Source: an optimization exercise on an open RTL-to-GDS flow (aim: small area, a short achievable clock period and few clock cycles per item). Production flows keep margins and buffers that such runs may drop. Only simulation tests tie the RTL to the original design; equivalence was not proved. Power figures rest on the tool's default switching activity, not on a simulated workload.

<file path="design.v">
`default_nettype none
package fetch_pkg;
	localparam int ADDR_WIDTH = 32;
	localparam int BUS_WIDTH = 64;
	localparam int INSN_WIDTH = 32;
	localparam int INSNS_PER_WORD = BUS_WIDTH / INSN_WIDTH;
	localparam int WORD_LSB = 3;
	localparam int FETCH_LIMIT = 8;
	localparam int LGFIFO = 3;
	localparam int LGDEPTH = LGFIFO + 4;
	typedef logic [ADDR_WIDTH-1:0] addr_t;
	typedef logic [BUS_WIDTH-1:0] bus_word_t;
	typedef logic [INSN_WIDTH-1:0] insn_t;
	typedef logic [LGDEPTH:0] depth_t;
	typedef logic [LGDEPTH-1:0] fill_t;
	typedef enum logic [1:0] {
		RESP_OKAY   = 2'b00,
		RESP_EXOKAY = 2'b01,
		RESP_SLVERR = 2'b10,
		RESP_DECERR = 2'b11
	} axi_resp_e;
endpackage
`default_nettype wire
`default_nettype none
module axil_fetch #(
	parameter int K = 3
) (
	input  logic S_AXI_ACLK,
	input  logic fifo_reset,
	input  logic i_new_pc,
	input  fetch_pkg::addr_t i_pc,
	input  logic i_ready,
	output fetch_pkg::insn_t o_insn,
	output fetch_pkg::addr_t o_pc,
	output logic o_valid,
	output logic o_illegal,
	output logic M_AXI_ARVALID,
	input  logic M_AXI_ARREADY,
	output fetch_pkg::addr_t M_AXI_ARADDR,
	input  logic M_AXI_RVALID,
	output logic M_AXI_RREADY,
	input  fetch_pkg::bus_word_t M_AXI_RDATA,
	input  logic [1:0] M_AXI_RRESP
);
	localparam int CW = $clog2(K + 1);
	logic active;
	logic [31:3] rq_addr;
	logic stale_hold;
	logic arv_ok, arv_spec;
	logic [3:0] inflight, inflight_n;
	logic [3:0] drop, drop_n;
	logic drop_zero, drop_zero_n;
	logic [CW-1:0] used, used_n;
	logic [63:0] buf_data [K];
	logic buf_err [K];
	logic [K-1:0] wr_oh, rd_oh, wr_oh_n, rd_oh_n;
	logic [CW-1:0] fcount, fcount_n;
	logic [K-1:0] wsel;
	logic acc, acc_live, acc_stale, ar_held;
	logic keep, fempty, nl, can_take;
	logic take, load, avail, free, pop, push;
	logic o_valid_n, o_illegal_n, pc2_n, spec_n;
	logic [63:0] src;
	logic src_err;
	logic [31:0] lane;
	assign M_AXI_RREADY = 1'b1;
	assign M_AXI_ARADDR = { rq_addr, 3'b000 };
	assign fempty = (fcount == 0);
	assign nl = o_pc[2] ^ o_valid;
	assign can_take = o_valid && !o_illegal;
	assign take = can_take && i_ready;
	assign load = !o_valid || take;
	assign keep = M_AXI_RVALID && drop_zero;
	assign avail = !fempty || keep;
	assign free = load && avail && nl;
	assign pop = load && nl && !fempty;
	assign push = keep && !(fempty && load && nl);
	always_comb
	begin
		src = fempty ? M_AXI_RDATA : '0;
		src_err = fempty && M_AXI_RRESP[1];
		for (int i = 0; i < K; i++)
		begin
			if (!fempty && rd_oh[i])
			begin
				src = src | buf_data[i];
				src_err = src_err | buf_err[i];
			end
		end
	end
	assign lane = nl ? src[63:32] : src[31:0];
	assign M_AXI_ARVALID = arv_ok || (arv_spec && i_ready);
	assign acc = M_AXI_ARVALID && M_AXI_ARREADY;
	assign acc_stale = acc && (stale_hold || i_new_pc);
	assign acc_live = acc && !acc_stale;
	assign ar_held = M_AXI_ARVALID && !M_AXI_ARREADY;
	always_ff @(posedge S_AXI_ACLK)
	begin
		if (i_new_pc && !ar_held)
			rq_addr <= i_pc[31:3];
		else if (acc)
			rq_addr <= stale_hold ? o_pc[31:3] : rq_addr + 1'b1;
	end
	logic [3:0] inflight_up, inflight_dn, drop_up, drop_dn;
	logic [CW-1:0] used_up, used_dn, fcount_up, fcount_dn;
	logic [K-1:0] wr_rot, rd_rot;
	logic rv_stale;
	assign inflight_up = inflight + 1'b1;
	assign inflight_dn = inflight - 1'b1;
	assign drop_up = drop + 1'b1;
	assign drop_dn = drop - 1'b1;
	assign used_up = used + 1'b1;
	assign used_dn = used - 1'b1;
	assign fcount_up = fcount + 1'b1;
	assign fcount_dn = fcount - 1'b1;
	assign wr_rot = { wr_oh[K-2:0], wr_oh[K-1] };
	assign rd_rot = { rd_oh[K-2:0], rd_oh[K-1] };
	assign rv_stale = M_AXI_RVALID && !drop_zero;
	always_comb
	begin
		case ({ acc, M_AXI_RVALID })
		2'b10: inflight_n = inflight_up;
		2'b01: inflight_n = inflight_dn;
		default: inflight_n = inflight;
		endcase
		if (i_new_pc)
		begin
			drop_n = inflight_n;
			drop_zero_n = (inflight == 0 && acc == M_AXI_RVALID)
				|| (inflight == 1 && !acc && M_AXI_RVALID);
		end
		else
		begin
			case ({ acc_stale, rv_stale })
			2'b10: drop_n = drop_up;
			2'b01: drop_n = drop_dn;
			default: drop_n = drop;
			endcase
			drop_zero_n = !acc_stale && (drop_zero || (drop == 1 && M_AXI_RVALID));
		end
		case ({ acc_live, free })
		2'b10: used_n = used_up;
		2'b01: used_n = used_dn;
		default: used_n = used;
		endcase
		if (i_new_pc)
			used_n = '0;
		case ({ push, pop })
		2'b10: fcount_n = fcount_up;
		2'b01: fcount_n = fcount_dn;
		default: fcount_n = fcount;
		endcase
		wr_oh_n = push ? wr_rot : wr_oh;
		rd_oh_n = pop ? rd_rot : rd_oh;
		if (i_new_pc)
		begin
			fcount_n = '0;
			wr_oh_n = K'(1);
			rd_oh_n = K'(1);
		end
		if (i_new_pc)
		begin
			o_valid_n = 1'b0;
			o_illegal_n = 1'b0;
			pc2_n = i_pc[2];
		end
		else
		begin
			o_valid_n = load ? avail : o_valid;
			o_illegal_n = load ? (avail && src_err) : o_illegal;
			pc2_n = o_pc[2] ^ take;
		end
		spec_n = o_valid_n && !o_illegal_n && !pc2_n && (fcount_n != 0);
	end
	always_ff @(posedge S_AXI_ACLK)
	begin
		if (fifo_reset)
		begin
			inflight <= '0;
			drop <= '0;
			drop_zero <= 1'b1;
			used <= '0;
			active <= 1'b0;
			stale_hold <= 1'b0;
			arv_ok <= 1'b0;
			arv_spec <= 1'b0;
			wr_oh <= K'(1);
			rd_oh <= K'(1);
			fcount <= '0;
			wsel <= K'(1);
			o_valid <= 1'b0;
			o_illegal <= 1'b0;
		end
		else
		begin
			inflight <= inflight_n;
			drop <= drop_n;
			drop_zero <= drop_zero_n;
			used <= used_n;
			if (i_new_pc)
				active <= 1'b1;
			if (i_new_pc)
				stale_hold <= ar_held;
			else if (acc)
				stale_hold <= 1'b0;
			arv_ok <= ar_held || ((active || i_new_pc) && !drop_n[3]
				&& (used_n < CW'(K)));
			arv_spec <= !ar_held && (active || i_new_pc) && !drop_n[3]
				&& (used_n == CW'(K)) && spec_n;
			wr_oh <= wr_oh_n;
			rd_oh <= rd_oh_n;
			fcount <= fcount_n;
			wsel <= drop_zero_n ? wr_oh_n : '0;
			o_valid <= o_valid_n;
			o_illegal <= o_illegal_n;
		end
	end
	always_ff @(posedge S_AXI_ACLK)
	begin
		for (int i = 0; i < K; i++)
		begin
			if (M_AXI_RVALID && wsel[i])
			begin
				buf_data[i] <= M_AXI_RDATA;
				buf_err[i] <= M_AXI_RRESP[1];
			end
		end
	end
	always_ff @(posedge S_AXI_ACLK)
	begin
		if (load)
			o_insn <= { lane[7:0], lane[15:8], lane[23:16], lane[31:24] };
	end
	always_ff @(posedge S_AXI_ACLK)
	begin
		if (i_new_pc)
			o_pc <= i_pc;
		else if (take)
			o_pc <= { o_pc[31:2] + 1'b1, 2'b00 };
	end
endmodule
`default_nettype wire
</file>
<file path="flow/run.sh">
#!/bin/bash
set -euo pipefail
bash standard.sh "BUFFER_PORTS_ARGS=-buffer_cell sky130_fd_sc_hd__buf_1" finish > standard_flow.log 2>&1
</file>
<file path="standard.sh">
#!/bin/bash
# synth_recipe.tcl (not shown) runs the flow's synth.tcl, then flattens the netlist and writes it again
# the make line also repeats each setting of config.mk as NAME=value (left out here)
make -C /OpenROAD-flow-scripts/flow DESIGN_CONFIG=/design/flow/config.mk WORK_HOME=/design/flow/orfs CLKGATE_MAP_FILE= SYNTH_SCRIPT=/design/flow/synth_recipe.tcl "${@:-finish}"
</file>
<file path="config.mk">
export PLATFORM = sky130hd
export DESIGN_NAME = axil_fetch
export DESIGN_NICKNAME = axil_fetch
export VERILOG_FILES = /design/flow/design.v
export SDC_FILE = /design/flow/constraint.sdc
export NUM_CORES = 4
export LEC_CHECK = 0
export CAP_MARGIN = 20
export CORE_MARGIN = 2
export CORE_UTILIZATION = 40
export SETUP_SLACK_MARGIN = 2.0
export SLEW_MARGIN = 20
</file>
<file path="constraint.sdc">
create_clock -name core_clock -period 4.0 [get_ports {S_AXI_ACLK}]
set_input_delay 0.8000 -clock core_clock [delete_from_list [all_inputs] [get_ports {S_AXI_ACLK}]]
set_output_delay 0.8000 -clock core_clock [all_outputs]
set_load 0.01 [all_outputs]
</file>
==> results of run 1 <==
-- power by group --
part,internal [mW],switching [mW]
combinational,0.478,0.689
sequential,3.87,0.148
clock,1.80,1.33
total,6.15,2.17
-- path summary, 6_finish.rpt --
check / slack, ps / to / start
max: 1900 / arv_ok$_SDFF_PP0_ / i_ready
max reg2reg: 1920 / arv_ok$_SDFF_PP0_ / arv_spec$_SDFF_PP0_
min reg2reg: 490 / active$_SDFFE_PP0P_ / active$_SDFFE_PP0P_
min: 490 / active$_SDFFE_PP0P_ / active$_SDFFE_PP0P_
-- worst register-to-register path, stage by stage, from the launching register on --
cell and delay (ps):
dfxtp_1 330, a21oi_4 160, inv_2 60, nand2_4 70, inv_4 50, ha_4 260, nor2_2 30, mux2_2 250
a222oi_1 320, buf_4 190, a22oi_2 70, o31ai_1 200
-- placed cells by master (no fill, tap or decap), drive strengths merged, types with 4 or more instances in the layout --
cell type and n:
xnor2 32, nand4 18, ha 15, edfxtp 288, a222oi 66, xor2 30, nand2b 4, buf 298
o21ai 83, mux2i 44, conb 4, o22ai 11, clkinv 19, dfxtp 28, or3 5, a21oi 38
nor4 7, mux2 5, and4 4, a211oi 4, nand3b 7, clkbuf 50, nor2b 5, nand3 58
inv 28, and2 6, nand2 129, and3 6, nor2 46, nor3 19
-- cell families after synthesis --
logic type      Yosys count  share of synthesized area
compound gates          224                      0.111
xor+xnor                 62                     0.0396
fa+ha+maj                15                     0.0135
buf+inv                  97                     0.0282
flops                   316                      0.663
mux                      49                     0.0357
other cells               2                   0.000540
simple gates            317                      0.109
-- sequential cells by signal, summed over array words and instances (netlist names) --
signal / cells
wr_oh: 3
inflight: 4
o_valid: 1
o_illegal: 1
arv_spec: 1
used: 2
stale_hold: 1
arv_ok: 1
buf_data: 192
wsel: 3
o_pc: 32
rq_addr: 29
buf_err: 3
o_insn: 32
drop: 4
rd_oh: 3
active: 1
drop_zero: 1
fcount: 2
-- routing by layer --
metal / global-route usage / part of all wire / routed length, um
met3: 0.0455 / 0.088 / 3310
met2: 0.324 / 0.47 / 17700
met4: 0.0468 / 0.018 / 688
met5: 0 / 0.00093 / 35
met1: 0.262 / 0.42 / 15800
-- final cells by class --
type / instances / area [um2]
Tap cell: 455 / 569
Clock buffer: 42 / 923
Multi-Input combinational cell: 671 / 4730
Sequential cell: 316 / 9230
Antenna cell: 2 / 5.00
Clock inverter: 23 / 200
Inverter: 27 / 104
Timing Repair Buffer: 306 / 1760
Fill cell: 3017 / 16800
-- metrics by stage --
stage,setup slack (ps),instance area [um2]
2_1_floorplan,1450,14000
3_3_place_gp,967,15300
3_5_place_dp,943,15300
4_1_cts,1900,17100
5_1_grt,1810,17500
6_report,1900,17500
-- timing repair --
action                                  CTS  global route
endpoints found under the setup margin  166            92
pin swaps                                23            26
cloned                                    1             3
resized for setup                        58            55
hold buffers                              0             0
setup buffers                            52            34
==> run_results.csv, run 1 <==
group,metric,value,unit
sta,skew,26.9,ps
detailed_routing,firstDrtPassIters,6,
synthesis,synth_edf_count,288,
run,maxCapViolations,0,
synthesis,syn_inst,1082,
critical_path,worst-endpoint-required,4430,ps
detailed_routing,ant_nets,0,
global_routing,grtUsageTotal,0.196,
final_layout,layout.cells.non_filler,1842,
critical_path,path_buf_inv,4,
power,leakage,6.04,nW
die,die_w,190,um
clocking,cts_root_buf,"clkbuf_16",
die,die_y,190,um
detailed_routing,wire_per_inst,20.4,um
power,powerDensity,475,nW/um2
critical_path,worstSetupPathType,"input port to flip-flop",
final_layout,utilization,0.510,
detailed_routing,drc_errors,0,
synthesis,synthTopCellsByCount,"288 x edfxtp_1, 129 x nand2_1, 79 x o21ai_0",
synthesis,yosysWarnings,3,
global_routing,antenna_found_initial,4,
critical_path,worstPathMaxFanout,3,
sta,hold_slack,489,ps
die,initial_core_util,0.404,
clocking,cts_made_buffers,36,
clocking,clock_latency,540,ps
sta,hold_viol,0,
synthesis,ys_dominant_reg_cell,"edfxtp_1",
synthesis,async_flop_share,0,
die,ios,204,
clocking,htreeDepth,2,
synthesis,yosysMostFrequentCell,"edfxtp_1",
detailed_routing,drt-initial-drc-count,996,
critical_path,slowest_stage,"a222oi_1",
synthesis,yosysTopAreaCell,"edfxtp_1",
critical_path,start_kind,"input port",
sta,slew_violations,0,
sta,finalCritPeriodShare,0.525,
synthesis,synth_area,13900,um2
critical_path,worstPathArrival,2530,ps
sta,tns,0,ps
worst_hold_path,min_path_cells,2,
power,peakVddDrop,0.362,mV
clocking,cts_buffer_depth,3,
critical_path,r2r_cells,11,
critical_path,critPathMaxStageDelay,320,ps
detailed_routing,vias_per_cell,5.56,
final_layout,num-nets-final,1477,
sta,setup_viol,0,
critical_path,crit_chain,"buf_8, a21oi_4, inv_2, nand2_4, inv_4, ha_4, nor2_2, mux2_2, a222oi_1, buf_4, a22oi_2, o31ai_1",
sta,post-route-min-period,2100,ps
sta,rsz0062_at_grt,"yes",
critical_path,path_depth,12,
worst_hold_path,hold_class,"flip-flop to flip-flop",
sta,clock.fmax,477,MHz
clocking,clkSinkCount,316,
sta,tightestPinTransition,922,ps
placed_design,gp_congestion,0.863,
detailed_routing,routed_wl,37600,um
synthesis,synth.distinct_cells,55,
synthesis,syn_avg_cell_area,12.8,um2
status,status,"no timing/DRC/antenna violations",
critical_path,end_kind,"flip-flop",
final_layout,drive_gt1_frac,0.175,
global_routing,grt_pass1_vias,9868,
placed_design,dp_hpwl,20900,um
global_routing,grt_max_degree,68,
synthesis,synth_area_leaders,"edfxtp_1 62%, a222oi_1 4.8%, dfxtp_1 4.0%",
global_routing,grt_pass1_wl,55800,um
clocking,cts_tree,"yes",
clocking,clk_pin_slew,60,ps
power,power,8.32,mW
placed_design,dp_cells,1685,
die,die-area,36300,um2
global_routing,grt.overflow.total,0,
die,std_cell_rows,68,
sta,slew_headroom,0.385,
synthesis,synth_top_area_share,0.622,
critical_path,path_delay_family,"compound AO/OA/AOI/OAI gates",
final_layout,areaGrowthSynthToFinish,26.1,%
die,core,34400,um2
placed_design,portBuffers,198,
detailed_routing,vias,10241,
synthesis,synth.ff_latch_count,316,
synthesis,seq_area_frac_synth,0.663,
Testbench counts, summed over its fixed seeds: cycles 70,312, insns 52,201.
==> run 2, diff against run 1 <==
==> run.sh (new file) <==
#!/bin/bash
# synth_recipe.tcl (not shown) runs the flow's synth.tcl, then flattens the netlist and writes it again
# the make line also repeats each setting of config.mk as NAME=value (left out here)
make -C /OpenROAD-flow-scripts/flow DESIGN_CONFIG=/design/flow/config.mk WORK_HOME=/design/flow/orfs CLKGATE_MAP_FILE= SYNTH_SCRIPT=/design/flow/synth_recipe.tcl finish
removed: flow/run.sh
removed: standard.sh
==> run 2 against run 1 <==
  * Critical path depth is 1 lower
  * Cell area is 8.2% higher
  * Sequential cell count stayed put
  * Synthesized cell count stayed put
  * Hold slack worse by 20 ps
  * First-iteration DRC count is 3.5% lower
  * Count of clock-buffer cells in the layout is 10 higher
  * Maximum frequency is 4.6% lower
  * Critical endpoint unchanged
  * Highest routed layer unchanged
==> run_results.csv, run 2 <==
group,metric,value,unit
clocking,cts_made_buffers,37,
placed_design,dp_hpwl,21600,um
placed_design,dp_slack,569,ps
sta,post-route-min-period,2200,ps
detailed_routing,vias_per_cell,5.56,
synthesis,yosysTopAreaCell,"edfxtp_1",
detailed_routing,firstDrtPassIters,7,
power,leakage,6.85,nW
synthesis,synth_top_area_share,0.622,
status,status,"no timing/DRC/antenna violations",
clocking,clk_pin_slew,60,ps
synthesis,synth_area,13900,um2
synthesis,seq_area_frac_synth,0.663,
final_layout,top_register,"buf_data",
die,std_cell_rows,68,
global_routing,grt_pass1_wl,57900,um
global_routing,gr-usage-met1,0.273,
worst_hold_path,hold_class,"flip-flop to flip-flop",
die,core,34400,um2
sta,setup_viol,0,
synthesis,synth_area_leaders,"edfxtp_1 62%, a222oi_1 4.8%, dfxtp_1 4.0%",
sta,skew,17.8,ps
global_routing,grt_max_degree,68,
final_layout,final_cell_mix,"288 x edfxtp_1, 126 x nand2_1, 117 x buf_4",
detailed_routing,ant_nets,0,
clocking,cts_root_buf,"clkbuf_16",
global_routing,met3_usage,0.0420,
final_layout,num-nets-final,1521,
sta,hold_viol,0,
detailed_routing,drc_errors,0,
die,die_w,190,um
critical_path,rrSetupSlack,1830,ps
clocking,htreeDepth,2,
placed_design,portBuffers,198,
critical_path,start_kind,"input port",
global_routing,busiest_layer,"met2",
detailed_routing,drt-initial-drc-count,961,
final_layout,fill_cells,2892,
synthesis,synth_edf_count,288,
sta,slew_headroom,0.391,
detailed_routing,vias,10478,
clocking,clkSinkCount,316,
synthesis,ys_dominant_reg_cell,"edfxtp_1",
synthesis,yosysWarnings,3,
power,powerDensity,450,nW/um2
final_layout,drive_gt1_frac,0.231,
final_layout,largestRegisters,"buf_data (192), o_insn (32), o_pc (32)",
clocking,cts_tree,"yes",
sta,tns,0,ps
synthesis,yosysMostFrequentCell,"edfxtp_1",
global_routing,use_met2,0.345,
critical_path,end_kind,"flip-flop",
clocking,hold_buffers,0,
power,peakVddDrop,0.283,mV
synthesis,synthTopCellsByCount,"288 x edfxtp_1, 129 x nand2_1, 79 x o21ai_0",
sta,tightestPinTransition,913,ps
placed_design,gp_congestion,0.788,
critical_path,worstPathArrival,2630,ps
run,maxCapViolations,0,
sta,finalCritPeriodShare,0.550,
die,initial_core_util,0.404,
sta,fin_ws,1800,ps
detailed_routing,routed_wl,39800,um
die,die_y,190,um
die,ios,204,
clocking,cts_buffer_depth,3,
critical_path,worstSetupPathType,"input port to flip-flop",
final_layout,areaGrowthSynthToFinish,36.5,%
global_routing,grt.overflow.total,0,
sta,clock.fmax,455,MHz
global_routing,grtUsageTotal,0.206,
die,die-area,36300,um2
synthesis,synth.distinct_cells,55,
final_layout,largest_reg_flops,192,
synthesis,synth.ff_latch_count,316,
synthesis,syn_inst,1082,
synthesis,async_flop_share,0,
critical_path,worstPathMaxFanout,3,
global_routing,grt_pass1_vias,10233,
sta,slew_violations,0,
final_layout,layout_commonest_cell,"edfxtp_1",
synthesis,syn_avg_cell_area,12.8,um2
sta,rsz0062_at_grt,"yes",
clocking,clock_latency,520,ps
detailed_routing,wire_per_inst,21.1,um
critical_path,worst-endpoint-required,4430,ps
global_routing,antenna_found_initial,3,
## run 2: cell counts after synthesis
No cell type changed its count.
## run 2: final timing paths
path | from | to | depth (start not counted)
worst max-delay path | i_ready | arv_ok$_SDFF_PP0_ | 11
worst min-delay path | active$_SDFFE_PP0P_ | active$_SDFFE_PP0P_ | 2
worst max register to register | o_pc[2]$_DFFE_PP_ | arv_spec$_SDFF_PP0_ | 10
worst min register to register | active$_SDFFE_PP0P_ | active$_SDFFE_PP0P_ | 2
## run 2: where the power goes
part,switching [mW],leakage [nW],internal [mW]
combinational,0.764,3.36,0.692
sequential,0.116,2.95,3.87
clock,1.28,0.532,1.81
## run 2: per-layer routing
layer | vias up | part of all wire
met5 | - | 0.00068
met1 | 5191 | 0.42
met2 | 396 | 0.48
met3 | 60 | 0.079
li1 | 4827 | -
met4 | 4 | 0.019
## run 2: critical path: stages
cell	delay, ps
buf_8	110
a21oi_4	140
inv_2	70
nand2_4	70
inv_4	50
ha_4	260
nor2_2	30
mux2_4	260
a222oi_1	390
a22oi_1	190
o31ai_1	240
## run 2: cell type report
class	instances	area, um2	area share
diodes	1	2.50	0.000132
clock buffers	52	1040	0.0551
clock inverters	12	51.3	0.00270
inverters	27	104	0.00548
multi-input cells	672	4820	0.254
flip-flops and latches	316	9230	0.486
well taps	455	569	0.0300
repair buffers	348	3150	0.166
## run 2: cell families after synthesis
kind of cell             share of synthesized area
other                                     0.000540
AND/OR/NAND/NOR                              0.109
multiplexers                                0.0357
XOR/XNOR                                    0.0396
AO/OA/AOI/OAI                                0.111
buffers and inverters                       0.0282
flip-flops                                   0.663
adder cells (fa/ha/maj)                     0.0135
## run 2: repair_timing
action | CTS | global route
setup endpoints to repair | 387 | 114
cloned | 1 | 6
buffers inserted | 95 | 30
pin swaps | 18 | 27
resized for setup | 265 | 124
## run 2: stage by stage
stage | total power [mW] | instances | hold slack (ps) | util | area (um2)
2_1_floorplan | 4.69 | 1084 | 435 | - | 14000
3_3_place_gp | 5.29 | 1686 | 450 | 0.481 | 16500
3_5_place_dp | 5.31 | 1686 | 459 | 0.481 | 16500
4_1_cts | 8.47 | 1846 | 474 | 0.536 | 18400
5_1_grt | 8.87 | 1883 | 499 | 0.552 | 19000
6_report | 8.53 | 1883 | 470 | 0.552 | 19000
==> run 3, diff against run 2 <==
--- a/config.mk
+++ b/config.mk
@@ -9,4 +9,4 @@
 export CORE_MARGIN = 2
 export CORE_UTILIZATION = 40
-export SETUP_SLACK_MARGIN = 2.0
+export SETUP_SLACK_MARGIN = 2.3
 export SLEW_MARGIN = 20
==> run 3 against run 2 <==
  * Cell area rose by 9.2%
  * Sequential cell count unchanged
  * Combinational power grew 25%
  * Global-route usage is 1.6 points higher
  * Still clean
  * Routed wire length up 8.5%
  * Via count is 4.1% higher
  * Hold slack improved by 9.7 ps
==> run_results.csv, run 3 <==
group,metric,value,unit
worst_hold_path,hp-start,"active$_SDFFE_PP0P_",
detailed_routing,wire_per_inst,22.3,um
detailed_routing,drc_errors,0,
critical_path,slowest_stage,"or3_4",
final_layout,layout_commonest_cell,"edfxtp_1",
detailed_routing,firstDrtPassIters,7,
detailed_routing,ant_nets,0,
clocking,clk_pin_slew,60,ps
final_layout,num-nets-final,1571,
final_layout,final_cell_mix,"288 x edfxtp_1, 103 x buf_4, 97 x clkdlybuf4s50_1",
sta,hold_viol,0,
sta,slew_headroom,0.391,
critical_path,path_buf_inv,2,
placed_design,dp_hpwl,21000,um
final_layout,drive_gt1_frac,0.388,
die,die-area,36300,um2
clocking,cts_root_buf,"clkbuf_16",
sta,setup_viol,0,
synthesis,syn_inst,1082,
detailed_routing,drt-initial-drc-count,970,
die,die_y,190,um
synthesis,syn_avg_cell_area,12.8,um2
critical_path,worstSetupPathType,"input port to flip-flop",
sta,skew,22.5,ps
worst_hold_path,hold_class,"flip-flop to flip-flop",
final_layout,areaGrowthSynthToFinish,49.0,%
synthesis,synthTopCellsByCount,"288 x edfxtp_1, 129 x nand2_1, 79 x o21ai_0",
sta,clock.fmax,469,MHz
critical_path,start_kind,"input port",
critical_path,critPathMaxStageDelay,400,ps
power,peakVddDrop,0.306,mV
synthesis,synth_area,13900,um2
die,core,34400,um2
clocking,clock_latency,540,ps
sta,post-route-min-period,2130,ps
detailed_routing,vias,10907,
placed_design,gp_congestion,0.829,
detailed_routing,vias_per_cell,5.64,
global_routing,grt_pass1_vias,10406,
worst_hold_path,min_path_cells,2,
global_routing,antenna_found_initial,2,
sta,finalCritPeriodShare,0.533,
sta,rsz0062_at_grt,"yes",
global_routing,grt.overflow.total,0,
die,ios,204,
critical_path,worstPathMaxFanout,3,
power,powerDensity,439,nW/um2
placed_design,portBuffers,198,
power,leakage,7.70,nW
clocking,htreeDepth,2,
synthesis,synth_top_area_share,0.622,
critical_path,worstPathArrival,2590,ps
synthesis,synth.ff_latch_count,316,
die,std_cell_rows,68,
sta,slew_violations,0,
clocking,cts_tree,"yes",
worst_hold_path,hold_path_end,"active$_SDFFE_PP0P_",
critical_path,timing.rr.end,"arv_spec$_SDFF_PP0_",
status,status,"no timing/DRC/antenna violations",
die,die_w,190,um
synthesis,synth_edf_count,288,
clocking,hold_buffers,0,
clocking,cts_made_buffers,34,
final_layout,largest_reg_flops,192,
sta,tightestPinTransition,914,ps
synthesis,yosysWarnings,3,
critical_path,crit_chain,"buf_12, buf_6, nand3b_1, mux2i_4, a21boi_4, ha_4, or3_4, a21oi_4, nand4_1, nor3_2",
critical_path,rrSetupSlack,1880,ps
power,power,9.09,mW
synthesis,seq_area_frac_synth,0.663,
clocking,cts_buffer_depth,3,
critical_path,end_kind,"flip-flop",
critical_path,worstReg2RegStart,"o_pc[2]$_DFFE_PP_",
global_routing,grt_pass1_wl,61300,um
synthesis,synth.distinct_cells,55,
synthesis,yosysMostFrequentCell,"edfxtp_1",
detailed_routing,routed_wl,43200,um
critical_path,r2r_cells,8,
global_routing,grtUsageTotal,0.222,
synthesis,ys_dominant_reg_cell,"edfxtp_1",
final_layout,largestRegisters,"buf_data (192), o_insn (32), o_pc (32)",
final_layout,top_register,"buf_data",
critical_path,worst-endpoint-required,4460,ps
die,initial_core_util,0.404,
synthesis,yosysTopAreaCell,"edfxtp_1",
clocking,clkSinkCount,316,
global_routing,grt_max_degree,68,
final_layout,fill_cells,2646,
sta,tns,0,ps
synthesis,async_flop_share,0,
critical_path,path_delay_family,"simple AND/OR/NAND/NOR gates",
synthesis,synth_area_leaders,"edfxtp_1 62%, a222oi_1 4.8%, dfxtp_1 4.0%",
run,maxCapViolations,0,
[run 3: logic make-up after synthesis]
logic type | count (synthesis) | share of synthesized area
buffers and inverters | 97 | 0.0282
DFF | 316 | 0.663
AOI/OAI and AO/OA | 224 | 0.111
muxes | 49 | 0.0357
and+or+nand+nor | 317 | 0.109
other | 2 | 0.000540
adders and majority gates | 15 | 0.0135
xor gates and xnor gates | 62 | 0.0396
[run 3: how the worst max path moves through the flow]
stage | startpoint | cells past startpoint | slack (ps) | to
finish | i_ready | 10 | 1870 | arv_spec$_SDFF_PP0_
global route | o_pc[2]$_DFFE_PP_ | 10 | 1780 | arv_spec$_SDFF_PP0_
floorplan | i_ready | 10 | 1450 | arv_ok$_SDFF_PP0_
global placement | i_ready | 11 | 560 | arv_ok$_SDFF_PP0_
CTS | i_ready | 11 | 1820 | arv_ok$_SDFF_PP0_
detailed placement | i_ready | 11 | 500 | arv_ok$_SDFF_PP0_
[run 3: what timing repair did]
| item | CTS | global route |
|---|---|---|
| pin swaps | 77 | 105 |
| endpoints found under the setup margin | 497 | 323 |
| gates cloned | 13 | 4 |
| gates resized for setup | 581 | 213 |
| setup buffers | 128 | 42 |
[run 3: per-layer routing]
layer | wire length, um | global-route usage | vias up
met5 | 16 | 0 | -
met1 | 18000 | 0.303 | 5446
met2 | 20300 | 0.352 | 429
li1 | - | - | 4930
met3 | 3420 | 0.0444 | 100
met4 | 1500 | 0.0838 | 2
[run 3: power breakdown]
group          switching (mW)  internal [mW]  total [mW]
registers               0.119           3.87        3.99
clock network            1.33           1.94        3.27
logic                   0.946          0.887        1.83
[run 3: layout make-up]
class	instances	area, um2	area share
sequential	316	9230	0.446
multi-input combinational	673	5680	0.274
timing repair buffer	400	3950	0.191
clock buffer	43	895	0.0432
tap	455	569	0.0275
clock inverter	19	268	0.0129
inverter	27	114	0.00550
antenna	2	5.00	0.000242
[run 3: metrics by stage]
stage / worst slack [ps] / hold WS (ps) / cell area, um2 / util / cells
after floorplan: 1450 / 435 / 14400 / - / 1084
after global placement: 563 / 453 / 16800 / 0.488 / 1684
after detailed placement: 505 / 458 / 16800 / 0.488 / 1684
after CTS: 1820 / 471 / 19500 / 0.567 / 1887
after global routing: 1780 / 510 / 20700 / 0.602 / 1933
final: 1870 / 479 / 20700 / 0.602 / 1935
[run 3: worst register-to-register path, stage by stage, from the launching register on]
cell and delay (ps):
edfxtp_1 380, buf_6 150, mux2i_4 240, a21boi_4 220, ha_4 240, or3_4 400, a21oi_4 140, nand4_1 110
nor3_2 170
==> run 4, diff against run 3 <==
--- a/config.mk
+++ b/config.mk
@@ -9,4 +9,6 @@
 export CORE_MARGIN = 2
 export CORE_UTILIZATION = 40
-export SETUP_SLACK_MARGIN = 2.3
+export CTS_CLUSTER_DIAMETER = 60
+export CTS_CLUSTER_SIZE = 30
+export SETUP_SLACK_MARGIN = 2.0
 export SLEW_MARGIN = 20
==> run 4 against run 3 <==
  * Sequential share of layout area is 4.9 points higher
  * Still clean
  * Count of clock-buffer cells in the layout is 15 lower
  * First-iteration DRC count is 14% higher
  * Sequential cell count stayed put
  * Maximum frequency is 2.4% lower
  * Clock power is 12% lower
  * Register-to-register slack worse by 50 ps
  * Hold slack worse by 4.1 ps
  * Synthesized cell count stayed put
  * Routed wire length is 7.2% lower
  * Non-clock buffer count is 57 lower
  * Area after synthesis stayed put
  * Critical path type is now input port to primary output
==> run_results.csv, run 4 <==
group,metric,value,unit
status,status,"no timing/DRC/antenna violations",
placed_design,dp_hpwl,21600,um
final_layout,seqCellArea,9230,um2
synthesis,syn_avg_cell_area,12.8,um2
detailed_routing,vias_per_cell,5.59,
worst_hold_path,hp-start,"active$_SDFFE_PP0P_",
synthesis,synth.distinct_cells,55,
final_layout,largest_reg_flops,192,
critical_path,crit_path_start,"i_ready",
critical_path,critPathMostFrequentCell,"buf_6",
synthesis,synth_edf_count,288,
critical_path,start_kind,"input port",
detailed_routing,ant_nets,0,
clocking,clk_pin_slew,80,ps
die,die-area,36300,um2
detailed_routing,vias,10405,
synthesis,async_flop_share,0,
critical_path,timing.rr.end,"arv_spec$_SDFF_PP0_",
sta,slew_headroom,0.382,
sta,finalCritPeriodShare,0.546,
final_layout,diodes,0,
critical_path,rrSetupSlack,1830,ps
clocking,cts_root_buf,"clkbuf_16",
synthesis,seq_area_frac_synth,0.663,
final_layout,multi_input_area,4820,um2
global_routing,antenna_found_initial,2,
run,maxCapViolations,0,
synthesis,yosysWarnings,3,
critical_path,path_delay_family,"buffers and inverters",
worst_hold_path,min_path_cells,2,
detailed_routing,firstDrtPassIters,6,
synthesis,syn_inst,1082,
critical_path,worstSetupPathType,"input port to primary output",
global_routing,grt_pass1_vias,10229,
clocking,clock_latency,560,ps
final_layout,layout_commonest_cell,"edfxtp_1",
placed_design,portBuffers,198,
die,std_cell_rows,68,
critical_path,worst-endpoint-required,3200,ps
synthesis,synth_area,13900,um2
worst_hold_path,hold_class,"flip-flop to flip-flop",
detailed_routing,drt-initial-drc-count,1101,
synthesis,yosysMostFrequentCell,"edfxtp_1",
clocking,cts_tree,"yes",
critical_path,path_buf_inv,4,
critical_path,r2r_cells,8,
final_layout,largestRegisters,"buf_data (192), o_insn (32), o_pc (32)",
power,peakVddDrop,0.367,mV
global_routing,grt_pass1_wl,58900,um
synthesis,synth_area_leaders,"edfxtp_1 62%, a222oi_1 4.8%, dfxtp_1 4.0%",
die,initial_core_util,0.404,
worst_hold_path,hold_path_end,"active$_SDFFE_PP0P_",
detailed_routing,routed_wl,40100,um
critical_path,worstReg2RegStart,"o_pc[2]$_DFFE_PP_",
power,powerDensity,446,nW/um2
synthesis,ys_dominant_reg_cell,"edfxtp_1",
global_routing,grtUsageTotal,0.210,
sta,post-route-min-period,2180,ps
global_routing,grt.overflow.total,0,
synthesis,synthTopCellsByCount,"288 x edfxtp_1, 129 x nand2_1, 79 x o21ai_0",
sta,rsz0062_at_grt,"yes",
critical_path,slowest_stage,"a21oi_4",
final_layout,top_register,"buf_data",
die,ios,204,
sta,tightestPinTransition,927,ps
clocking,htreeDepth,1,
sta,slew_violations,0,
final_layout,areaGrowthSynthToFinish,34.2,%
placed_design,gp_congestion,0.788,
final_layout,utilization,0.543,
sta,setup_viol,0,
detailed_routing,drc_errors,0,
detailed_routing,wire_per_inst,21.5,um
final_layout,drive_gt1_frac,0.264,
die,die_w,190,um
global_routing,grt_max_degree,68,
final_layout,fill_cells,2938,
synthesis,yosysTopAreaCell,"edfxtp_1",
sta,skew,18.6,ps
synthesis,synth_top_area_share,0.622,
critical_path,end_kind,"primary output",
die,die_y,190,um
sta,hold_viol,0,
clocking,clkSinkCount,316,
clocking,cts_buffer_depth,3,
synthesis,synth.ff_latch_count,316,
critical_path,crit_chain,"buf_6, a21oi_4, inv_2, buf_4, buf_6",
final_layout,final_cell_mix,"288 x edfxtp_1, 125 x nand2_1, 111 x buf_4",
critical_path,worstPathMaxFanout,3,
sta,tns,0,ps
sta,clock.fmax,458,MHz
critical_path,worstPathArrival,1380,ps
critical_path,critPathMaxStageDelay,160,ps
die,core,34400,um2
power,leakage,6.71,nW
clocking,cts_made_buffers,27,
final_layout,num-nets-final,1506,
==> run 4: changes by cell type in the layout (fill, tap and decap cells not counted), sizes merged <==
cell           previous run  this run
buf                     298       211
bufbuf                    1         0
bufinv                    5         3
clkbuf                   46        50
clkdlybuf4s15             0        12
clkdlybuf4s50            97        98
clkinv                   10         6
diode                     2         0
dlymetal6s2s              1         0
inv                      30        38
or2                       3         2
==> run 4: final cells by class <==
cell class                      instances  area share
Clock inverter                         21      0.0156
Timing Repair Buffer                  343       0.159
Multi-Input combinational cell        672       0.258
Clock buffer                           28      0.0364
Sequential cell                       316       0.495
Inverter                               27     0.00557
Tap cell                              455      0.0305
==> run 4: logic make-up (layout without fill, tap and decap cells) <==
family                   after synthesis  after routing  share of synthesized area
AO/OA/AOI/OAI                        224            224                      0.111
XOR/XNOR                              62             62                     0.0396
adder cells (fa/ha/maj)               15             15                     0.0135
buffers and inverters                 97            419                     0.0282
flip-flops                           316            316                      0.663
multiplexers                          49             49                     0.0357
other                                  2              4                   0.000540
AND/OR/NAND/NOR                      317            318                      0.109
==> run 4: power breakdown <==
group / leakage (nW) / internal [mW] / switching, mW
logic: 3.28 / 0.688 / 0.783
registers: 2.95 / 3.87 / 0.113
clock network: 0.470 / 1.51 / 1.35
==> run 4: stage by stage <==
step	area [um2]	instances	hold slack [ps]	total power [mW]	setup WS [ps]
CTS	18300	1835	479	8.31	1880
global route	18700	1862	502	8.64	1720
detailed placement	16500	1686	459	5.31	569
floorplan	14000	1084	435	4.69	1450
finish	18700	1862	475	8.32	1820
global placement	16500	1686	450	5.29	617
==> run 4: per-layer routing <==
| metal | GRT usage | share of wire | up-vias |
|---|---|---|---|
| met5 | 0 | 0.00065 | - |
| met4 | 0.0394 | 0.017 | 4 |
| met3 | 0.0399 | 0.083 | 49 |
| met2 | 0.366 | 0.49 | 413 |
| met1 | 0.276 | 0.41 | 5153 |
| li1 | - | - | 4786 |
==> run 4: worst register-to-register path: cells and delay by family (launching register included) <==
| family | cells | cell delay [ps] |
|---|---|---|
| and+or+nand+nor | 3 | 670 |
| DFF | 1 | 400 |
| AOI/OAI and AO/OA | 2 | 430 |
| adders and majority gates | 1 | 220 |
| buffers and inverters | 1 | 150 |
| muxes | 1 | 240 |
==> run 4: worst max-delay path by stage <==
| stage | endpoint | slack, ps | depth (start not counted) |
|---|---|---|---|
| after CTS | arv_spec$_SDFF_PP0_ | 1880 | 8 |
| final | M_AXI_ARVALID | 1820 | 5 |
| after detailed placement | arv_spec$_SDFF_PP0_ | 570 | 9 |
| after global routing | arv_spec$_SDFF_PP0_ | 1720 | 8 |
| after global placement | arv_spec$_SDFF_PP0_ | 620 | 9 |
| after floorplan | arv_ok$_SDFF_PP0_ | 1450 | 10 |
==> run 4: what timing repair did <==
item | 4_1_cts | 5_1_grt
resized for setup | 379 | 120
pin swaps | 23 | 23
hold buffers | 0 | 0
setup endpoints to repair | 350 | 112
gates cloned | 6 | 6
buffers inserted | 94 | 21
==> run 5, diff against run 4 <==
--- a/design.v
+++ b/design.v
@@ -60,6 +60,6 @@
 	logic keep, fempty, nl, can_take;
 	logic take, load, avail, free, pop, push;
-	logic o_valid_n, o_illegal_n, pc2_n, spec_n;
-	logic [63:0] src;
+	logic o_valid_n, o_illegal_n, spec_n;
+	logic room_n, full_n, choke_n;
 	logic src_err;
 	logic [31:0] lane;
@@ -78,16 +78,20 @@
 	always_comb
 	begin
-		src = fempty ? M_AXI_RDATA : '0;
+		lane = '0;
 		src_err = fempty && M_AXI_RRESP[1];
+		if (fempty && !nl)
+			lane = lane | M_AXI_RDATA[31:0];
+		if (fempty && nl)
+			lane = lane | M_AXI_RDATA[63:32];
 		for (int i = 0; i < K; i++)
 		begin
+			if (!fempty && rd_oh[i] && !nl)
+				lane = lane | buf_data[i][31:0];
+			if (!fempty && rd_oh[i] && nl)
+				lane = lane | buf_data[i][63:32];
 			if (!fempty && rd_oh[i])
-			begin
-				src = src | buf_data[i];
 				src_err = src_err | buf_err[i];
-			end
-		end
-	end
-	assign lane = nl ? src[63:32] : src[31:0];
+		end
+	end
 	assign M_AXI_ARVALID = arv_ok || (arv_spec && i_ready);
 	assign acc = M_AXI_ARVALID && M_AXI_ARREADY;
@@ -163,5 +167,4 @@
 			o_valid_n = 1'b0;
 			o_illegal_n = 1'b0;
-			pc2_n = i_pc[2];
 		end
 		else
@@ -169,7 +172,45 @@
 			o_valid_n = load ? avail : o_valid;
 			o_illegal_n = load ? (avail && src_err) : o_illegal;
-			pc2_n = o_pc[2] ^ take;
-		end
-		spec_n = o_valid_n && !o_illegal_n && !pc2_n && (fcount_n != 0);
+		end
+		spec_n = !i_new_pc && (!fempty || keep)
+			&& (load ? (!nl && !src_err) : (!o_illegal && nl));
+		if (i_new_pc)
+		begin
+			room_n = 1'b1;
+			full_n = 1'b0;
+		end
+		else if (acc_live && !free)
+		begin
+			room_n = (used < CW'(K - 1));
+			full_n = (used == CW'(K - 1));
+		end
+		else if (free && !acc_live)
+		begin
+			room_n = 1'b1;
+			full_n = 1'b0;
+		end
+		else
+		begin
+			room_n = (used < CW'(K));
+			full_n = (used == CW'(K));
+		end
+		if (i_new_pc)
+		begin
+			if (acc && !M_AXI_RVALID)
+				choke_n = inflight_up[3];
+			else if (!acc && M_AXI_RVALID)
+				choke_n = inflight_dn[3];
+			else
+				choke_n = inflight[3];
+		end
+		else
+		begin
+			if (acc_stale && !rv_stale)
+				choke_n = drop_up[3];
+			else if (!acc_stale && rv_stale)
+				choke_n = drop_dn[3];
+			else
+				choke_n = drop[3];
+		end
 	end
 	always_ff @(posedge S_AXI_ACLK)
@@ -204,8 +245,7 @@
 			else if (acc)
 				stale_hold <= 1'b0;
-			arv_ok <= ar_held || ((active || i_new_pc) && !drop_n[3]
-				&& (used_n < CW'(K)));
-			arv_spec <= !ar_held && (active || i_new_pc) && !drop_n[3]
-				&& (used_n == CW'(K)) && spec_n;
+			arv_ok <= ar_held || ((active || i_new_pc) && !choke_n && room_n);
+			arv_spec <= !ar_held && (active || i_new_pc) && !choke_n && full_n
+				&& spec_n;
 			wr_oh <= wr_oh_n;
 			rd_oh <= rd_oh_n;
==> flow/run.sh (new file) <==
#!/bin/bash
set -euo pipefail
bash standard.sh "BUFFER_PORTS_ARGS=-buffer_cell sky130_fd_sc_hd__buf_1" finish > standard_flow.log 2>&1
==> standard.sh (new file) <==
#!/bin/bash
# synth_recipe.tcl (not shown) runs the flow's synth.tcl, then flattens the netlist and writes it again
# the make line also repeats each setting of config.mk as NAME=value (left out here)
make -C /OpenROAD-flow-scripts/flow DESIGN_CONFIG=/design/flow/config.mk WORK_HOME=/design/flow/orfs CLKGATE_MAP_FILE= SYNTH_SCRIPT=/design/flow/synth_recipe.tcl "${@:-finish}"
removed: run.sh
==> run 5 against run 4 <==
  * Still clean on timing, DRC and antenna
  * Worst setup slack better by 76 ps
  * Sequential cell count unchanged
  * Clock skew up 9.3 ps
  * Power down 2.5%
  * Critical path type is now flip-flop to primary output
  * Highest routed layer unchanged
==> run_results.csv, run 5 <==
group,metric,value,unit
sta,slew_headroom,0.333,
synthesis,syn_avg_cell_area,12.6,um2
sta,skew,28.0,ps
synthesis,synth_area_leaders,"edfxtp_1 61%, dfxtp_1 3.9%, nand2_1 2.6%",
global_routing,grtUsageTotal,0.190,
detailed_routing,routed_wl,37400,um
placed_design,gp_congestion,0.835,
synthesis,yosysTopAreaCell,"edfxtp_1",
global_routing,grt.overflow.total,0,
die,die_y,193,um
power,power,8.11,mW
clocking,hold_buffers,0,
final_layout,top_register,"buf_data",
synthesis,synth.ff_latch_count,316,
die,std_cell_rows,69,
status,status,"no timing/DRC/antenna violations",
synthesis,ys_dominant_reg_cell,"edfxtp_1",
clocking,clock_latency,570,ps
sta,fin_ws,1890,ps
critical_path,worstSetupPathType,"flip-flop to primary output",
synthesis,synthTopCellsByCount,"288 x edfxtp_1, 100 x nand2_1, 67 x a21oi_1",
critical_path,crit_chain,"buf_6, buf_8, buf_6",
clocking,cts_root_buf,"clkbuf_16",
die,core,35300,um2
critical_path,path_delay_family,"buffers and inverters",
final_layout,drive_gt1_frac,0.184,
critical_path,critPathMostFrequentCell,"buf_6",
synthesis,synth_top_area_share,0.606,
critical_path,path_buf_inv,3,
critical_path,critPathMaxStageDelay,380,ps
synthesis,yosysWarnings,3,
final_layout,seqCellArea,9220,um2
synthesis,async_flop_share,0,
critical_path,start_kind,"flip-flop",
die,die-area,37200,um2
power,peakVddDrop,0.339,mV
final_layout,fill_cells,3096,
detailed_routing,drc_errors,0,
critical_path,end_kind,"primary output",
final_layout,num-nets-final,1493,
detailed_routing,vias,10142,
die,die_w,193,um
synthesis,seq_area_frac_synth,0.646,
sta,tns,0,ps
synthesis,yosysMostFrequentCell,"edfxtp_1",
sta,clock.fmax,475,MHz
sta,rsz0062_at_grt,"yes",
run,maxCapViolations,0,
detailed_routing,wire_per_inst,20.1,um
detailed_routing,vias_per_cell,5.46,
synthesis,syn_inst,1129,
die,initial_core_util,0.404,
detailed_routing,firstDrtPassIters,5,
detailed_routing,ant_nets,0,
clocking,cts_made_buffers,27,
critical_path,worstPathMaxFanout,5,
final_layout,layout_commonest_cell,"edfxtp_1",
final_layout,largest_reg_flops,192,
sta,post-route-min-period,2110,ps
worst_hold_path,hold_class,"input port to flip-flop",
sta,tightestPinTransition,1000,ps
power,powerDensity,460,nW/um2
sta,setup_viol,0,
clocking,clkSinkCount,316,
critical_path,worstPathArrival,1310,ps
placed_design,dp_hpwl,22000,um
placed_design,portBuffers,198,
sta,hold_slack,487,ps
sta,hold_viol,0,
global_routing,grt_max_degree,66,
final_layout,largestRegisters,"buf_data (192), o_insn (32), o_pc (32)",
clocking,clk_pin_slew,80,ps
final_layout,multi_input_area,5110,um2
critical_path,worst-endpoint-required,3200,ps
clocking,htreeDepth,1,
detailed_routing,drt-initial-drc-count,724,
sta,slew_violations,0,
critical_path,slowest_stage,"edfxtp_1",
sta,finalCritPeriodShare,0.527,
placed_design,dp_slack,967,ps
final_layout,areaGrowthSynthToFinish,23.6,%
clocking,cts_tree,"yes",
synthesis,synth_edf_count,288,
global_routing,grt_pass1_vias,9708,
clocking,cts_buffer_depth,3,
synthesis,synth_area,14300,um2
global_routing,grt_pass1_wl,55100,um
die,ios,204,
power,leakage,6.14,nW
global_routing,antenna_found_initial,4,
synthesis,synth.distinct_cells,67,
final_layout,final_cell_mix,"288 x edfxtp_1, 182 x buf_1, 96 x nand2_1",
-- run 5: where the power goes --
group          internal (mW)  switching, mW
sequential              3.89          0.147
combinational          0.533          0.763
clock                   1.36           1.42
-- run 5: final cells by class --
class,instances,share of cell area
multi-input combinational,716,0.290
inverter,22,0.00497
sequential,316,0.523
clock buffer,28,0.0385
antenna,2,0.000284
tap,461,0.0327
timing repair buffer,292,0.0945
clock inverter,22,0.0158
-- run 5: what timing repair did --
item	in CTS	in global routing
hold endpoints to repair	0	0
setup endpoints to repair	123	103
cloned	1	5
buffers inserted	50	23
pin swaps	5	22
gates resized for setup	52	57
-- run 5: kinds of logic after synthesis --
family | Yosys count | synth area share
AOI/OAI and AO/OA | 267 | 0.127
adders and majority gates | 14 | 0.0123
xor gates and xnor gates | 62 | 0.0386
and+or+nand+nor | 332 | 0.119
other | 2 | 0.000526
DFF | 316 | 0.646
muxes | 34 | 0.0243
buffers and inverters | 102 | 0.0327
-- run 5: routing by layer --
| layer | wire length (um) | global-route usage | vias up | share of wire |
|---|---|---|---|---|
| met5 | 30 | 0 | - | 0.00080 |
| met4 | 681 | 0.0402 | 4 | 0.018 |
| met3 | 3000 | 0.0409 | 45 | 0.080 |
| met2 | 17700 | 0.322 | 327 | 0.47 |
| met1 | 15900 | 0.251 | 4925 | 0.43 |
| li1 | - | - | 4841 | - |
-- run 5: path summary, 6_finish.rpt --
path / from / depth (start not counted) / end / slack [ps]
hold reg to reg: active$_SDFFE_PP0P_ / 2 / active$_SDFFE_PP0P_ / 510
setup / recovery: o_pc[2]$_DFFE_PP_ / 3 / o_pc[2] / 1890
setup reg to reg: o_pc[2]$_DFFE_PP_ / 9 / fcount[1]$_SDFFE_PP0P_ / 1980
hold / removal: M_AXI_RDATA[29] / 1 / buf_data[0][29]$_DFFE_PP_ / 490
-- run 5: per-stage QoR --
stage | util | area (um2) | instances
6_report | 0.499 | 17600 | 1859
5_1_grt | 0.499 | 17600 | 1857
4_1_cts | 0.486 | 17200 | 1829
3_5_place_dp | 0.441 | 15600 | 1728
3_3_place_gp | 0.441 | 15600 | 1728
2_1_floorplan | - | 14500 | 1131
-- run 5: worst reg2reg max path, cell delays in order (launching register included) --
cell and delay [ps]:
edfxtp_1 380, buf_6 140, buf_8 130, buf_12 120
mux2i_4 220, a21oi_4 190, inv_2 80, ha_4 220
or3_1 380, a21oi_2 110
Testbench counts of run 5, summed over its fixed seeds: cycles 70,312, insns 52,201.
==> run 6, diff against run 5 <==
--- a/config.mk
+++ b/config.mk
@@ -8,6 +8,6 @@
 export CAP_MARGIN = 20
 export CORE_MARGIN = 2
-export CORE_UTILIZATION = 40
-export CTS_CLUSTER_DIAMETER = 60
+export CORE_UTILIZATION = 60
+export CTS_CLUSTER_DIAMETER = 50
 export CTS_CLUSTER_SIZE = 30
 export SETUP_SLACK_MARGIN = 2.0
==> run 6 against run 5 <==
  * Sequential cell count did not move
  * Sequential share of layout area fell by 0.47 points
  * Via count rose by 4.4%
  * Register-to-register slack got worse by 20 ps
  * Sequential power barely moved
  * Cell count fell by 6.5%
  * Area after synthesis did not move
  * Maximum frequency rose by 2.5%
  * Still clean
  * Synthesized cell count did not move
  * Worst setup slack improved by 52 ps
  * Clock power rose by 7.6%
  * First-iteration DRC count rose by 31%
==> run_results.csv, run 6 <==
group,metric,value,unit
status,status,"no timing/DRC/antenna violations",
global_routing,grtUsageTotal,0.274,
sta,setup_viol,0,
critical_path,end_kind,"primary output",
critical_path,critPathMaxStageDelay,420,ps
global_routing,grt.overflow.total,0,
final_layout,num-nets-final,1512,
final_layout,layout_commonest_cell,"edfxtp_1",
sta,rsz0062_at_grt,"yes",
placed_design,gp_congestion,0.838,
critical_path,worstReg2RegStart,"o_pc[2]$_DFFE_PP_",
die,die_y,158,um
detailed_routing,drc_errors,0,
die,die_w,158,um
synthesis,yosysMostFrequentCell,"edfxtp_1",
clocking,cts_buffer_depth,3,
clocking,cts_root_buf,"clkbuf_16",
sta,hold_slack,468,ps
global_routing,grt_pass1_vias,9792,
global_routing,grt_max_degree,66,
final_layout,largest_reg_flops,192,
final_layout,fill_cells,1558,
placed_design,dpl-instance-area,15300,um2
final_layout,seqCellArea,9220,um2
final_layout,drive_gt1_frac,0.202,
sta,slew_headroom,0.341,
die,ios,204,
worst_hold_path,min_path_cells,1,
sta,skew,27.8,ps
synthesis,ys_dominant_reg_cell,"edfxtp_1",
critical_path,timing.rr.end,"o_insn[29]$_DFFE_PN_",
detailed_routing,drt-initial-drc-count,946,
critical_path,slowest_stage,"edfxtp_1",
synthesis,synth_area,14300,um2
final_layout,multi_input_area,5220,um2
detailed_routing,ant_nets,0,
critical_path,worst-endpoint-required,3200,ps
detailed_routing,vias,10593,
clocking,cts_made_buffers,30,
global_routing,grt_pass1_wl,52700,um
placed_design,dp_cells,1584,
sta,clock.fmax,487,MHz
clocking,cts_tree,"yes",
sta,tns,0,ps
run,maxCapViolations,0,
die,std_cell_rows,56,
synthesis,seq_area_frac_synth,0.646,
detailed_routing,routed_wl,36200,um
critical_path,worstPathArrival,1260,ps
worst_hold_path,hp-start,"M_AXI_RDATA[13]",
synthesis,synth.distinct_cells,67,
critical_path,r2r_cells,9,
final_layout,top_register,"buf_data",
placed_design,dp_hpwl,20400,um
clocking,clock_latency,590,ps
critical_path,worstPathMaxFanout,7,
worst_hold_path,hold_class,"input port to flip-flop",
synthesis,async_flop_share,0,
clocking,hold_buffers,0,
final_layout,design_area,17800,um2
synthesis,synth.ff_latch_count,316,
synthesis,syn_avg_cell_area,12.6,um2
sta,post-route-min-period,2060,ps
synthesis,synthTopCellsByCount,"288 x edfxtp_1, 100 x nand2_1, 67 x a21oi_1",
synthesis,synth_edf_count,288,
critical_path,worstSetupPathType,"flip-flop to primary output",
synthesis,syn_inst,1129,
critical_path,rrSetupSlack,1960,ps
synthesis,yosysTopAreaCell,"edfxtp_1",
clocking,htreeDepth,1,
synthesis,yosysWarnings,3,
die,die-area,25000,um2
critical_path,start_kind,"flip-flop",
final_layout,final_cell_mix,"288 x edfxtp_1, 185 x buf_1, 95 x nand2_1",
global_routing,antenna_found_initial,5,
detailed_routing,vias_per_cell,6.09,
power,powerDensity,472,nW/um2
worst_hold_path,hold_path_end,"buf_data[1][13]$_DFFE_PP_",
die,initial_core_util,0.610,
detailed_routing,firstDrtPassIters,6,
detailed_routing,wire_per_inst,20.8,um
sta,slew_violations,0,
die,core,23400,um2
final_layout,areaGrowthSynthToFinish,24.7,%
power,peakVddDrop,0.378,mV
synthesis,synth_top_area_share,0.606,
synthesis,synth_area_leaders,"edfxtp_1 61%, dfxtp_1 3.9%, nand2_1 2.6%",
sta,finalCritPeriodShare,0.514,
clocking,clkSinkCount,316,
critical_path,crit_chain,"buf_12, buf_6",
final_layout,largestRegisters,"buf_data (192), o_insn (32), o_pc (32)",
placed_design,portBuffers,198,
power,leakage,6.29,nW
sta,hold_viol,0,
final_layout,layout.cells.non_filler,1739,
clocking,clk_pin_slew,70,ps
sta,tightestPinTransition,988,ps
[run 6: layout make-up]
class	instances	share of cell area
antenna	3	0.000422
clock buffer	32	0.0426
clock inverter	23	0.0165
inverter	22	0.00492
multi-input combinational	716	0.293
sequential	316	0.518
tap	319	0.0224
timing repair buffer	308	0.101
[run 6: cells by family after synthesis]
logic type	synth area share
other	0.000526
adder cells (fa/ha/maj)	0.0123
flip-flops	0.646
XOR/XNOR	0.0386
multiplexers	0.0243
AO/OA/AOI/OAI	0.127
AND/OR/NAND/NOR	0.119
buffers and inverters	0.0327
[run 6: worst max-delay path: cells and delay by family (launching register included)]
kind | cells | cell delay [ps]
buffers and inverters | 2 | 280
DFF | 1 | 420
[run 6: worst max-delay path by stage]
stage               cells after the start  slack, ps                 start              endpoint
global placement                        5       1200     o_pc[2]$_DFFE_PP_  o_insn[13]$_DFFE_PN_
CTS                                     5       1940     o_pc[2]$_DFFE_PP_  o_insn[15]$_DFFE_PN_
detailed placement                      4       1150  o_valid$_SDFFE_PP0N_  o_insn[22]$_DFFE_PN_
global route                           10       1880     o_pc[2]$_DFFE_PP_   o_insn[3]$_DFFE_PN_
floorplan                               9       1810               i_ready  drop_zero$_SDFF_PP1_
finish                                  2       1940     o_pc[2]$_DFFE_PP_               o_pc[2]
[run 6: per-layer routing]
metal	track usage	vias to the layer above	wire length, um
li1	-	4878	-
met1	0.377	5117	14700
met2	0.447	502	17000
met3	0.0523	92	3350
met4	0.0858	4	1130
met5	0	-	26
[run 6: power by group]
part | internal (mW) | switching, mW | leakage, nW | total, mW
clock network | 1.67 | 1.32 | 0.483 | 2.99
registers | 3.89 | 0.141 | 2.95 | 4.03
logic | 0.567 | 0.798 | 2.85 | 1.36
total | 6.13 | 2.26 | 6.29 | 8.39
[run 6: repair_timing]
item,CTS,global route
setup endpoints to repair,111,77
buffers inserted,53,38
resized for setup,42,86
cloned,3,3
pin swaps,8,22
[run 6: per-stage QoR]
| stage | util | setup WS (ps) | power (mW) |
|---|---|---|---|
| after floorplan | - | 1810 | 4.82 |
| after global placement | 0.655 | 1200 | 5.16 |
| after detailed placement | 0.655 | 1150 | 5.19 |
| after CTS | 0.726 | 1940 | 8.26 |
| after global routing | 0.760 | 1880 | 8.67 |
| final | 0.760 | 1940 | 8.39 |
==> run 7, diff against run 6 <==
==> flow/run.sh (replaced) <==
#!/bin/bash
set -euo pipefail
bash standard.sh "BUFFER_PORTS_ARGS=-buffer_cell sky130_fd_sc_hd__buf_1" \
	"CTS_ARGS=-sink_clustering_enable -repair_clock_nets -dont_use_dummy_load -sink_clustering_size 30 -sink_clustering_max_diameter 60" \
	finish > standard_flow.log 2>&1
--- a/config.mk
+++ b/config.mk
@@ -8,7 +8,5 @@
 export CAP_MARGIN = 20
 export CORE_MARGIN = 2
-export CORE_UTILIZATION = 60
-export CTS_CLUSTER_DIAMETER = 50
-export CTS_CLUSTER_SIZE = 30
-export SETUP_SLACK_MARGIN = 2.0
+export CORE_UTILIZATION = 40
+export SETUP_SLACK_MARGIN = 1.8
 export SLEW_MARGIN = 20
==> run 7 against run 6 <==
  * Still clean on timing, DRC and antenna
  * Maximum frequency fell by 4.9%
  * Cell count is 1.8% higher
  * Sequential power grew 1%
  * Global-route usage fell by 8.7 points
  * Clock power is 25% lower
  * Non-clock buffer count shrank 82
  * Die area up 49%
  * First-iteration DRC count shrank 19%
  * Register-to-register slack worse by 90 ps
  * Count of clock-buffer cells in the layout is 5 lower
  * Power decreased by 12%
  * Area after synthesis is the same
==> run_results.csv, run 7 <==
group,metric,value,unit
die,die_y,193,um
detailed_routing,drt-initial-drc-count,764,
final_layout,largestRegisters,"buf_data (192), o_insn (32), o_pc (32)",
detailed_routing,firstDrtPassIters,5,
final_layout,final_cell_mix,"288 x edfxtp_1, 196 x buf_1, 98 x nand2_1",
final_layout,top_register,"buf_data",
detailed_routing,vias_per_cell,5.54,
global_routing,grt_pass1_vias,9554,
synthesis,synth_top_area_share,0.606,
die,initial_core_util,0.404,
clocking,htreeDepth,1,
clocking,clkSinkCount,316,
synthesis,ys_dominant_reg_cell,"edfxtp_1",
clocking,clock_latency,570,ps
placed_design,gp_congestion,0.810,
synthesis,syn_inst,1129,
clocking,clk_pin_slew,80,ps
worst_hold_path,hp-start,"M_AXI_RDATA[9]",
worst_hold_path,hold_class,"input port to flip-flop",
synthesis,synth_edf_count,288,
sta,slew_violations,0,
synthesis,synthTopCellsByCount,"288 x edfxtp_1, 100 x nand2_1, 67 x a21oi_1",
final_layout,num-nets-final,1428,
final_layout,drive_gt1_frac,0.0872,
synthesis,synth_area,14300,um2
detailed_routing,vias,9817,
global_routing,grt_pass1_wl,54000,um
sta,setup_viol,0,
final_layout,layout_commonest_cell,"edfxtp_1",
synthesis,seq_area_frac_synth,0.646,
critical_path,worstPathMaxFanout,6,
final_layout,design_area,16400,um2
critical_path,worst-endpoint-required,3200,ps
sta,clock.fmax,463,MHz
die,die_w,193,um
global_routing,antenna_found_initial,7,
sta,slew_headroom,0.428,
critical_path,worstReg2RegStart,"o_valid$_SDFFE_PP0N_",
placed_design,dpl-instance-area,15600,um2
critical_path,crit_path_start,"i_ready",
die,ios,204,
die,die-area,37200,um2
critical_path,worstSetupPathType,"input port to primary output",
clocking,cts_root_buf,"clkbuf_16",
detailed_routing,routed_wl,35600,um
global_routing,grtUsageTotal,0.187,
clocking,cts_tree,"yes",
die,std_cell_rows,69,
sta,rsz0062_at_grt,"yes",
synthesis,yosysWarnings,3,
final_layout,areaGrowthSynthToFinish,15.0,%
synthesis,yosysTopAreaCell,"edfxtp_1",
global_routing,grt_max_degree,66,
final_layout,fill_cells,3200,
synthesis,syn_avg_cell_area,12.6,um2
sta,hold_viol,0,
sta,tightestPinTransition,858,ps
run,maxCapViolations,0,
sta,post-route-min-period,2160,ps
power,powerDensity,452,nW/um2
global_routing,grt.overflow.total,0,
synthesis,synth_area_leaders,"edfxtp_1 61%, dfxtp_1 3.9%, nand2_1 2.6%",
critical_path,end_kind,"primary output",
detailed_routing,wire_per_inst,20.1,um
placed_design,portBuffers,198,
power,leakage,5.51,nW
final_layout,largest_reg_flops,192,
sta,finalCritPeriodShare,0.540,
critical_path,worstPathArrival,1360,ps
status,status,"no timing/DRC/antenna violations",
sta,skew,77.5,ps
synthesis,synth.ff_latch_count,316,
critical_path,start_kind,"input port",
sta,tns,0,ps
synthesis,synth.distinct_cells,67,
placed_design,dp_hpwl,22500,um
power,peakVddDrop,0.333,mV
detailed_routing,ant_nets,0,
synthesis,async_flop_share,0,
die,core,35300,um2
clocking,cts_buffer_depth,3,
synthesis,yosysMostFrequentCell,"edfxtp_1",
detailed_routing,drc_errors,0,
clocking,cts_made_buffers,27,
-- run 7: routing by layer --
metal  vias up  track usage  wire (um)
met4        10       0.0443        629
met5         -            0         66
li1       4664            -          -
met1      4778        0.245      15200
met3        51       0.0431       2820
met2       314        0.315      16900
-- run 7: cells by family after synthesis --
kind of cell	count (synthesis)	share of synthesized area
flip-flops	316	0.646
AO/OA/AOI/OAI	267	0.127
adder cells (fa/ha/maj)	14	0.0123
AND/OR/NAND/NOR	332	0.119
XOR/XNOR	62	0.0386
buffers and inverters	102	0.0327
multiplexers	34	0.0243
other	2	0.000526
-- run 7: path summary, 6_finish.rpt --
check,end,slack (ps),cells after the start
max,M_AXI_ARVALID,1840,4
min,buf_data[2][9]$_DFFE_PP_,490,1
max reg2reg,fcount[1]$_SDFFE_PP0P_,1870,7
min reg2reg,o_insn[24]$_DFFE_PN_,490,1
-- run 7: worst max-delay path: stages --
cell and delay, ps:
buf_1 200, a21oi_4 100, inv_4 100, buf_1 160
-- run 7: layout make-up --
type / instances / area, um2 / area share
well taps: 461 / 577 / 0.0352
multi-input cells: 717 / 4810 / 0.293
clock buffers: 27 / 676 / 0.0412
flip-flops and latches: 316 / 9220 / 0.562
diodes: 2 / 5.00 / 0.000305
repair buffers: 226 / 1040 / 0.0633
inverters: 22 / 85.1 / 0.00519
-- run 7: power breakdown --
| group | internal (mW) | switching [mW] |
|---|---|---|
| combinational | 0.416 | 0.688 |
| clock | 1.18 | 1.07 |
| sequential | 3.89 | 0.172 |
| total | 5.49 | 1.93 |
-- run 7: through the flow --
stage          cells  setup WS [ps]   util  hold slack, ps  power [mW]
4_1_cts         1762           1770  0.462             466        7.47
3_3_place_gp    1729           1250  0.440             482        5.18
2_1_floorplan   1131           1760      -             460        4.81
5_1_grt         1770           1750  0.465             475        7.76
6_report        1771           1840  0.465             489        7.42
3_5_place_dp    1729           1200  0.441             500        5.20
-- run 7: what timing repair did --
action,in CTS,in global routing
setup buffers,4,5
resized for setup,7,8
cloned,2,2
setup endpoints to repair,49,35
pin swaps,3,4
hold buffers,0,0

## static timing again, ports no longer ideal
How much do the figures lean on ideal ports? The routed layouts below were timed once more, with nothing changed but the port constraints.
Step 1 assumes that a clkbuf_16 drives the clock port and a buf_2 every other input.
Step 2 also shifts input and output timing later by t, the mid clock arrival at the registers, as if the neighbouring blocks saw the same clock.
Slacks: ideal ports / drivers / drivers and shift; pairs: ideal ports / drivers.
run | t (ns) | setup WS [ns] | worst slew at a driven data input, ns | pins driven straight from the clock port
run 1 | 0.572 | 1.902 / 1.898 / 1.342 | 0.07 | 1
run 2 | 0.558 | 1.801 / 1.798 / 1.255 | 0.08 | 1
run 3 | 0.581 | 1.870 / 1.834 / 1.252 | 0.08 | 1
run 4 | 0.602 | 1.817 / 1.786 / 1.244 | 0.09 | 1
run 5 | 0.607 | 1.893 / 1.840 / 1.419 | 0.09 | 1
run 6 | 0.618 | 1.945 / 1.897 / 1.460 | 0.09 | 1
run 7 | 0.573 | 1.839 / 1.796 / 1.324 | 0.09 | 1
After both steps every run listed still meets setup and hold. For run 3, which loses most, drivers alone change the setup slack by -0.036 ns; drivers and shift together by -0.618 ns.
